This is an optimization exercise on Yosys and OpenROAD, whose aim is small area, a short achievable clock period and few clock cycles per item, not a production implementation. Function was checked by simulation only, so behaviour that the tests miss may differ from the original. Power figures rest on the tool's default switching activity, not on a simulated workload.

== before ==
==> flow/design.v <==
package rotor_stack_pkg;
  localparam int ALPHA = 26;
  localparam int W     = 5;
  localparam logic [1:0] CFG_WIRE  = 2'd0;
  localparam logic [1:0] CFG_NOTCH = 2'd1;
  localparam logic [1:0] CFG_RING  = 2'd2;
endpackage
module rs_add (
  input  logic [4:0] m_i,
  input  logic [4:0] d_i,
  input  logic [4:0] dp_i,
  output logic [4:0] a_o
);
  logic [4:0] s0;
  logic [5:0] s1;
  assign s0  = m_i + d_i;
  assign s1  = {1'b0, m_i} + {1'b0, dp_i};
  assign a_o = s1[5] ? s1[4:0] : s0;
endmodule
module rs_lut (
  input  logic [25:0][4:0] map_i,
  input  logic             loaded_i,
  input  logic             refl_i,     
  input  logic [4:0]       a_i,
  output logic [4:0]       y_o
);
  logic [4:0] g0, g1, g2, g3, t;
  assign g0 = map_i[{2'd0, a_i[2:0]}];
  assign g1 = map_i[{2'd1, a_i[2:0]}];
  assign g2 = map_i[{2'd2, a_i[2:0]}];
  assign g3 = a_i[0] ? map_i[25] : map_i[24];    
  always_comb begin
    case (a_i[4:3])
      2'd0:    t = g0;
      2'd1:    t = g1;
      2'd2:    t = g2;
      default: t = g3;
    endcase
  end
  assign y_o = loaded_i ? t : (refl_i ? (a_i ^ 5'd1) : a_i);
endmodule
module rs_cam (
  input  logic [25:0][4:0] map_i,
  input  logic             loaded_i,
  input  logic [4:0]       a_i,
  output logic [4:0]       y_o
);
  logic [4:0] t;
  always_comb begin
    t = '0;
    for (int i = 0; i < 26; i++)
      if (map_i[i] == a_i) t = t | 5'(i);
  end
  assign y_o = loaded_i ? t : a_i;
endmodule
module rotor_stack #(
  parameter  int NUM_ROTORS = 3,
  parameter  int ALPHA      = 26,
  localparam int W          = $clog2(ALPHA)
) (
  input  logic                    clk,
  input  logic                    reset,
  input  logic                    cfg_we,
  input  logic [3:0]              cfg_sel,
  input  logic [1:0]              cfg_kind,
  input  logic [W-1:0]            cfg_idx,
  input  logic [W-1:0]            cfg_val,
  output logic                    cfg_ready,
  input  logic                    set_in,
  input  logic [NUM_ROTORS*W-1:0] init_pos_in,
  input  logic                    in_valid,
  output logic                    in_ready,
  input  logic [W-1:0]            char_in,
  output logic                    out_valid,
  output logic [W-1:0]            char_out,
  output logic [NUM_ROTORS*W-1:0] pos_out
);
  function automatic logic [4:0] fold(input logic [4:0] v);
    fold = (v >= 5'd26) ? v - 5'd26 : v;
  endfunction
  function automatic logic [4:0] add26(input logic [4:0] a, input logic [4:0] b);
    logic [5:0] s;
    s = {1'b0, a} + {1'b0, b};
    add26 = (s >= 6'd26) ? 5'(s - 6'd26) : s[4:0];
  endfunction
  function automatic logic [4:0] sub26(input logic [4:0] a, input logic [4:0] b);
    sub26 = (a >= b) ? a - b : a + 5'd26 - b;
  endfunction
  function automatic logic [4:0] neg26(input logic [4:0] a);
    neg26 = (a == 5'd0) ? 5'd0 : 5'd26 - a;
  endfunction
  function automatic logic [4:0] dec26(input logic [4:0] a);
    dec26 = (a == 5'd0) ? 5'd25 : a - 5'd1;
  endfunction
  function automatic logic [4:0] inc26(input logic [4:0] a);
    inc26 = (a == 5'd25) ? 5'd0 : a + 5'd1;
  endfunction
  logic [2:0][4:0]         pos_q, ring_q, notch_q;
  logic [4:0]              sa0_q;           
  logic [4:0]              ringm0_q;        
  logic [4:0]              s1_q, s2_q;      
  logic [2:0][25:0][4:0]   fwd_q;
  logic [25:0][4:0]        refl_q;
  logic [2:0]              fwd_ld_q;
  logic                    refl_ld_q;
  logic                    wr_q;
  logic [3:0]              wsel_q;
  logic [1:0]              wkind_q;
  logic [4:0]              widx_q, wval_q;
  logic                    mode_q;          
  logic                    cfg_ready_q;
  logic                    in_ready_q;
  logic                    acc;
  logic [15:0]             v_q;
  logic [4:0]              c0_q;
  logic [4:0]              sa0p_q;          
  logic [7:1][4:0]         ma_q, ms0_q;
  logic [6:1][4:0]         ms1_q;
  logic [5:1][4:0]         ms2_q;
  logic [7:1][4:0]         m_q, d_q;
  logic [6:1][4:0]         dp_q, rs0_q;
  logic [5:1][4:0]         rs1_q;
  logic [4:1][4:0]         rs2_q;
  logic [4:0]              out_q;
  assign acc       = in_valid & in_ready_q;
  assign in_ready  = in_ready_q;
  assign cfg_ready = cfg_ready_q;
  assign out_valid = v_q[15];
  assign char_out  = out_q;
  assign pos_out   = pos_q;
  logic       adv1, adv2;
  logic [4:0] s1_st, s2_st;
  logic [7:1][4:0] an;                      
  logic [7:1][4:0] y;                       
  logic [7:1][4:0] dn;                      
  assign adv1  = (pos_q[0] == notch_q[0]) || (pos_q[1] == notch_q[1]);
  assign adv2  = (pos_q[1] == notch_q[1]);
  assign s1_st = adv1 ? inc26(s1_q) : s1_q;
  assign s2_st = adv2 ? inc26(s2_q) : s2_q;
  rs_add u_a1 (.m_i(c0_q),   .d_i(sa0_q),  .dp_i(sa0p_q),  .a_o(an[1]));
  rs_add u_a2 (.m_i(m_q[1]), .d_i(d_q[1]), .dp_i(dp_q[1]), .a_o(an[2]));
  rs_add u_a3 (.m_i(m_q[2]), .d_i(d_q[2]), .dp_i(dp_q[2]), .a_o(an[3]));
  rs_add u_a4 (.m_i(m_q[3]), .d_i(d_q[3]), .dp_i(dp_q[3]), .a_o(an[4]));
  rs_add u_a5 (.m_i(m_q[4]), .d_i(d_q[4]), .dp_i(dp_q[4]), .a_o(an[5]));
  rs_add u_a6 (.m_i(m_q[5]), .d_i(d_q[5]), .dp_i(dp_q[5]), .a_o(an[6]));
  rs_add u_a7 (.m_i(m_q[6]), .d_i(d_q[6]), .dp_i(dp_q[6]), .a_o(an[7]));
  rs_lut u_f0 (.map_i(fwd_q[0]), .loaded_i(fwd_ld_q[0]), .refl_i(1'b0), .a_i(ma_q[1]), .y_o(y[1]));
  rs_lut u_f1 (.map_i(fwd_q[1]), .loaded_i(fwd_ld_q[1]), .refl_i(1'b0), .a_i(ma_q[2]), .y_o(y[2]));
  rs_lut u_f2 (.map_i(fwd_q[2]), .loaded_i(fwd_ld_q[2]), .refl_i(1'b0), .a_i(ma_q[3]), .y_o(y[3]));
  rs_lut u_rf (.map_i(refl_q),   .loaded_i(refl_ld_q),   .refl_i(1'b1), .a_i(ma_q[4]), .y_o(y[4]));
  rs_cam u_c2 (.map_i(fwd_q[2]), .loaded_i(fwd_ld_q[2]), .a_i(ma_q[5]), .y_o(y[5]));
  rs_cam u_c1 (.map_i(fwd_q[1]), .loaded_i(fwd_ld_q[1]), .a_i(ma_q[6]), .y_o(y[6]));
  rs_cam u_c0 (.map_i(fwd_q[0]), .loaded_i(fwd_ld_q[0]), .a_i(ma_q[7]), .y_o(y[7]));
  assign dn[1] = sub26(ms1_q[1], ms0_q[1]);    
  assign dn[2] = sub26(ms2_q[2], ms1_q[2]);    
  assign dn[3] = neg26(ms2_q[3]);              
  assign dn[4] = ms2_q[4];                     
  assign dn[5] = sub26(ms1_q[5], ms2_q[5]);    
  assign dn[6] = sub26(ms0_q[6], ms1_q[6]);    
  assign dn[7] = neg26(ms0_q[7]);              
  always_ff @(posedge clk) begin
    c0_q  <= fold(char_in);
    for (int j = 1; j <= 7; j++) ma_q[j] <= an[j];
    ms0_q[1] <= sa0_q; ms1_q[1] <= s1_st; ms2_q[1] <= s2_st;
    for (int j = 2; j <= 7; j++) ms0_q[j] <= rs0_q[j-1];
    for (int j = 2; j <= 6; j++) ms1_q[j] <= rs1_q[j-1];
    for (int j = 2; j <= 5; j++) ms2_q[j] <= rs2_q[j-1];
    for (int j = 1; j <= 7; j++) begin
      m_q[j] <= y[j];
      d_q[j] <= dn[j];
    end
    for (int j = 1; j <= 6; j++) dp_q[j]  <= dn[j] + 5'd6;
    for (int j = 1; j <= 6; j++) rs0_q[j] <= ms0_q[j];
    for (int j = 1; j <= 5; j++) rs1_q[j] <= ms1_q[j];
    for (int j = 1; j <= 4; j++) rs2_q[j] <= ms2_q[j];
    out_q <= add26(m_q[7], d_q[7]);           
    wsel_q  <= cfg_sel;
    wkind_q <= cfg_kind;
    widx_q  <= cfg_idx;
    wval_q  <= cfg_val;
  end
  logic wire_ok;
  assign wire_ok = wr_q && wkind_q == rotor_stack_pkg::CFG_WIRE && widx_q < 5'd26 && wval_q < 5'd26;
  for (genvar i = 0; i < 26; i++) begin : g_tab
    for (genvar k = 0; k < 3; k++) begin : g_rot
      always_ff @(posedge clk)
        if (wire_ok && wsel_q == 4'(k) && widx_q == 5'(i)) fwd_q[k][i] <= wval_q;
    end
    always_ff @(posedge clk)
      if (wire_ok && wsel_q == 4'd3 && widx_q == 5'(i)) refl_q[i] <= wval_q;
  end
  always_ff @(posedge clk) begin
    if (reset) begin
      v_q         <= '0;
      mode_q      <= 1'b0;
      in_ready_q  <= 1'b0;
      cfg_ready_q <= 1'b1;
      wr_q        <= 1'b0;
      fwd_ld_q    <= '0;
      refl_ld_q   <= 1'b0;
      sa0_q       <= 5'd1;
      sa0p_q      <= 5'd7;
      ringm0_q    <= 5'd25;
      s1_q        <= '0;
      s2_q        <= '0;
      for (int k = 0; k < 3; k++) begin
        pos_q[k]   <= '0;
        ring_q[k]  <= '0;
        notch_q[k] <= 5'd25;
      end
    end else begin
      v_q   <= {v_q[14:0], acc};
      wr_q  <= cfg_we & cfg_ready_q;
      begin
        logic mode_d;
        mode_d = mode_q;
        if (!mode_q) begin
          if (set_in || (in_valid && !(cfg_we && !cfg_ready_q))) mode_d = 1'b1;
        end else begin
          if (cfg_we && !(in_valid && !in_ready_q)) mode_d = 1'b0;
        end
        mode_q      <= mode_d;
        in_ready_q  <= mode_d && !(cfg_we && cfg_ready_q);
        cfg_ready_q <= !mode_d && !(acc | (|v_q[10:0]));
      end
      if (wr_q && wval_q < 5'd26) begin
        if (wkind_q == rotor_stack_pkg::CFG_WIRE && widx_q < 5'd26) begin
          for (int k = 0; k < 3; k++)
            if (wsel_q == 4'(k)) fwd_ld_q[k] <= 1'b1;
          if (wsel_q == 4'd3) refl_ld_q <= 1'b1;
        end
        for (int k = 0; k < 3; k++) begin
          if (wsel_q == 4'(k) && wkind_q == rotor_stack_pkg::CFG_NOTCH) notch_q[k] <= wval_q;
          if (wsel_q == 4'(k) && wkind_q == rotor_stack_pkg::CFG_RING)  ring_q[k]  <= wval_q;
        end
        if (wsel_q == 4'd0 && wkind_q == rotor_stack_pkg::CFG_RING) ringm0_q <= dec26(wval_q);
      end
      if (set_in) begin
        for (int k = 0; k < 3; k++) pos_q[k] <= fold(init_pos_in[k*5 +: 5]);
      end else if (v_q[0]) begin
        pos_q[0] <= inc26(pos_q[0]);
        if (adv1) pos_q[1] <= inc26(pos_q[1]);
        if (adv2) pos_q[2] <= inc26(pos_q[2]);
      end
      if (v_q[0]) begin
        sa0_q  <= inc26(sa0_q);
        sa0p_q <= (sa0p_q == 5'd31) ? 5'd6 : sa0p_q + 5'd1;
        s1_q   <= s1_st;
        s2_q   <= s2_st;
      end else begin
        sa0_q  <= sub26(pos_q[0], ringm0_q);
        sa0p_q <= sub26(pos_q[0], ringm0_q) + 5'd6;
        s1_q   <= sub26(pos_q[1], ring_q[1]);
        s2_q   <= sub26(pos_q[2], ring_q[2]);
      end
    end
  end
endmodule
export LEC_CHECK = 0
export CAP_MARGIN = 20
export CORE_MARGIN = 2
export CORE_UTILIZATION = 65
export CTS_CLUSTER_DIAMETER = 80
export CTS_CLUSTER_SIZE = 25
export PLACE_DENSITY = 0.75
export SLEW_MARGIN = 20
create_clock -name core_clock -period 10.0 [get_ports {clk}]
standard.sh (not shown) runs the stock make flow with config.mk's settings and CLKGATE_MAP_FILE= SYNTH_SCRIPT=/design/flow/synth_recipe.tcl, a recipe that flattens the netlist after the stock synthesis.
==> flow/flow/run.sh <==
#!/bin/bash
set -euo pipefail
bash standard.sh SETUP_SLACK_MARGIN=7 finish > flow_make.log 2>&1
Testbench counts of before, summed over its fixed seeds: cycles 6,584, items 3,600.
Setup changes, before to after
diff --git a/flow/design.v b/flow/design.v
--- a/flow/design.v
+++ b/flow/design.v
@@ -2,24 +2,12 @@
   localparam int ALPHA = 26;
   localparam int W     = 5;
   localparam logic [1:0] CFG_WIRE  = 2'd0;
   localparam logic [1:0] CFG_NOTCH = 2'd1;
   localparam logic [1:0] CFG_RING  = 2'd2;
 endpackage
-module rs_add (
-  input  logic [4:0] m_i,
-  input  logic [4:0] d_i,
-  input  logic [4:0] dp_i,
-  output logic [4:0] a_o
-);
-  logic [4:0] s0;
-  logic [5:0] s1;
-  assign s0  = m_i + d_i;
-  assign s1  = {1'b0, m_i} + {1'b0, dp_i};
-  assign a_o = s1[5] ? s1[4:0] : s0;
-endmodule
 module rs_lut (
   input  logic [25:0][4:0] map_i,
   input  logic             loaded_i,
   input  logic             refl_i,     
   input  logic [4:0]       a_i,
   output logic [4:0]       y_o
@@ -110,18 +98,17 @@
   logic                    mode_q;          
   logic                    cfg_ready_q;
   logic                    in_ready_q;
   logic                    acc;
   logic [15:0]             v_q;
   logic [4:0]              c0_q;
-  logic [4:0]              sa0p_q;          
   logic [7:1][4:0]         ma_q, ms0_q;
   logic [6:1][4:0]         ms1_q;
   logic [5:1][4:0]         ms2_q;
   logic [7:1][4:0]         m_q, d_q;
-  logic [6:1][4:0]         dp_q, rs0_q;
+  logic [6:1][4:0]         rs0_q;
   logic [5:1][4:0]         rs1_q;
   logic [4:1][4:0]         rs2_q;
   logic [4:0]              out_q;
   assign acc       = in_valid & in_ready_q;
   assign in_ready  = in_ready_q;
   assign cfg_ready = cfg_ready_q;
@@ -134,19 +121,16 @@
   logic [7:1][4:0] y;                       
   logic [7:1][4:0] dn;                      
   assign adv1  = (pos_q[0] == notch_q[0]) || (pos_q[1] == notch_q[1]);
   assign adv2  = (pos_q[1] == notch_q[1]);
   assign s1_st = adv1 ? inc26(s1_q) : s1_q;
   assign s2_st = adv2 ? inc26(s2_q) : s2_q;
-  rs_add u_a1 (.m_i(c0_q),   .d_i(sa0_q),  .dp_i(sa0p_q),  .a_o(an[1]));
-  rs_add u_a2 (.m_i(m_q[1]), .d_i(d_q[1]), .dp_i(dp_q[1]), .a_o(an[2]));
-  rs_add u_a3 (.m_i(m_q[2]), .d_i(d_q[2]), .dp_i(dp_q[2]), .a_o(an[3]));
-  rs_add u_a4 (.m_i(m_q[3]), .d_i(d_q[3]), .dp_i(dp_q[3]), .a_o(an[4]));
-  rs_add u_a5 (.m_i(m_q[4]), .d_i(d_q[4]), .dp_i(dp_q[4]), .a_o(an[5]));
-  rs_add u_a6 (.m_i(m_q[5]), .d_i(d_q[5]), .dp_i(dp_q[5]), .a_o(an[6]));
-  rs_add u_a7 (.m_i(m_q[6]), .d_i(d_q[6]), .dp_i(dp_q[6]), .a_o(an[7]));
+  assign an[1] = add26(c0_q, sa0_q);
+  for (genvar j = 2; j <= 7; j++) begin : g_add
+    assign an[j] = add26(m_q[j-1], d_q[j-1]);
+  end
   rs_lut u_f0 (.map_i(fwd_q[0]), .loaded_i(fwd_ld_q[0]), .refl_i(1'b0), .a_i(ma_q[1]), .y_o(y[1]));
   rs_lut u_f1 (.map_i(fwd_q[1]), .loaded_i(fwd_ld_q[1]), .refl_i(1'b0), .a_i(ma_q[2]), .y_o(y[2]));
   rs_lut u_f2 (.map_i(fwd_q[2]), .loaded_i(fwd_ld_q[2]), .refl_i(1'b0), .a_i(ma_q[3]), .y_o(y[3]));
   rs_lut u_rf (.map_i(refl_q),   .loaded_i(refl_ld_q),   .refl_i(1'b1), .a_i(ma_q[4]), .y_o(y[4]));
   rs_cam u_c2 (.map_i(fwd_q[2]), .loaded_i(fwd_ld_q[2]), .a_i(ma_q[5]), .y_o(y[5]));
   rs_cam u_c1 (.map_i(fwd_q[1]), .loaded_i(fwd_ld_q[1]), .a_i(ma_q[6]), .y_o(y[6]));
@@ -166,13 +150,12 @@
     for (int j = 2; j <= 6; j++) ms1_q[j] <= rs1_q[j-1];
     for (int j = 2; j <= 5; j++) ms2_q[j] <= rs2_q[j-1];
     for (int j = 1; j <= 7; j++) begin
       m_q[j] <= y[j];
       d_q[j] <= dn[j];
     end
-    for (int j = 1; j <= 6; j++) dp_q[j]  <= dn[j] + 5'd6;
     for (int j = 1; j <= 6; j++) rs0_q[j] <= ms0_q[j];
     for (int j = 1; j <= 5; j++) rs1_q[j] <= ms1_q[j];
     for (int j = 1; j <= 4; j++) rs2_q[j] <= ms2_q[j];
     out_q <= add26(m_q[7], d_q[7]);           
     wsel_q  <= cfg_sel;
     wkind_q <= cfg_kind;
@@ -196,13 +179,12 @@
       in_ready_q  <= 1'b0;
       cfg_ready_q <= 1'b1;
       wr_q        <= 1'b0;
       fwd_ld_q    <= '0;
       refl_ld_q   <= 1'b0;
       sa0_q       <= 5'd1;
-      sa0p_q      <= 5'd7;
       ringm0_q    <= 5'd25;
       s1_q        <= '0;
       s2_q        <= '0;
       for (int k = 0; k < 3; k++) begin
         pos_q[k]   <= '0;
         ring_q[k]  <= '0;
@@ -241,18 +223,16 @@
         pos_q[0] <= inc26(pos_q[0]);
         if (adv1) pos_q[1] <= inc26(pos_q[1]);
         if (adv2) pos_q[2] <= inc26(pos_q[2]);
       end
       if (v_q[0]) begin
         sa0_q  <= inc26(sa0_q);
-        sa0p_q <= (sa0p_q == 5'd31) ? 5'd6 : sa0p_q + 5'd1;
         s1_q   <= s1_st;
         s2_q   <= s2_st;
       end else begin
         sa0_q  <= sub26(pos_q[0], ringm0_q);
-        sa0p_q <= sub26(pos_q[0], ringm0_q) + 5'd6;
         s1_q   <= sub26(pos_q[1], ring_q[1]);
         s2_q   <= sub26(pos_q[2], ring_q[2]);
       end
     end
   end
 endmodule
==> summary.txt <==
Relative to before, number of ordinary inverters in the final layout has decreased by 29% in after. Compared with before, after shows a via count that is 1624 lower. after vs. before: sequential-to-total area share from yosys stat picked up an extra 1.7 points; slew at the pin closest to its max-slew limit increased 0.012 ns; total routed wirelength decreased by about 5.5% relative to the old numbers; number of vias per cell after detailed routing shows an increase of 0.044; remaining max-slew budget at the tightest pin went down. The worst setup slack for register-to-register paths in after sits 0.04 ns below the value recorded for before. Taking before over after, the power ratio works out to 1.07. The post-layout net count number comes out lower for after vs before. Compared with before, after shows a routability-driven placement congestion ratio that is 0.97% lower. In after the proportion of cell area occupied by registers turned out 1.7 points higher than in before.
Testbench counts of after, summed over its fixed seeds: cycles 6,584, items 3,600.

[port drivers added, routing unchanged]
Ports are ideal in the flow. The routed layouts listed here were re-timed in OpenROAD.
Step 1 assumes that a clkbuf_16 drives the clock port and a buf_2 every other input.
Step 2 adds t to the input delays and takes it off the output delays; t is the mean of the earliest and latest rising clock arrival at the registers after step 1. Input paths then give back, and output paths get back, about the clock's delay inside the block.
Slacks: no drivers / after step 1 / after step 2; pairs: no drivers / after step 1.
| run | t, ns | setup WS [ns] | hold WS [ns] | slew at the worst register clock pin (ns) | worst slew at a driven data input, ns |
|---|---|---|---|---|---|
| before | 0.690 | 6.876 / 6.814 / 6.412 | 0.328 / 0.328 / 0.328 | 0.10 / 0.10 | 0.04 |
| after | 0.669 | 6.915 / 6.850 / 6.365 | 0.326 / 0.326 / 0.326 | 0.10 / 0.10 | 0.04 |
After both steps setup and hold are still met in every run listed. For after, which loses most, drivers alone change the setup slack by -0.065 ns; drivers and shift together by -0.550 ns.
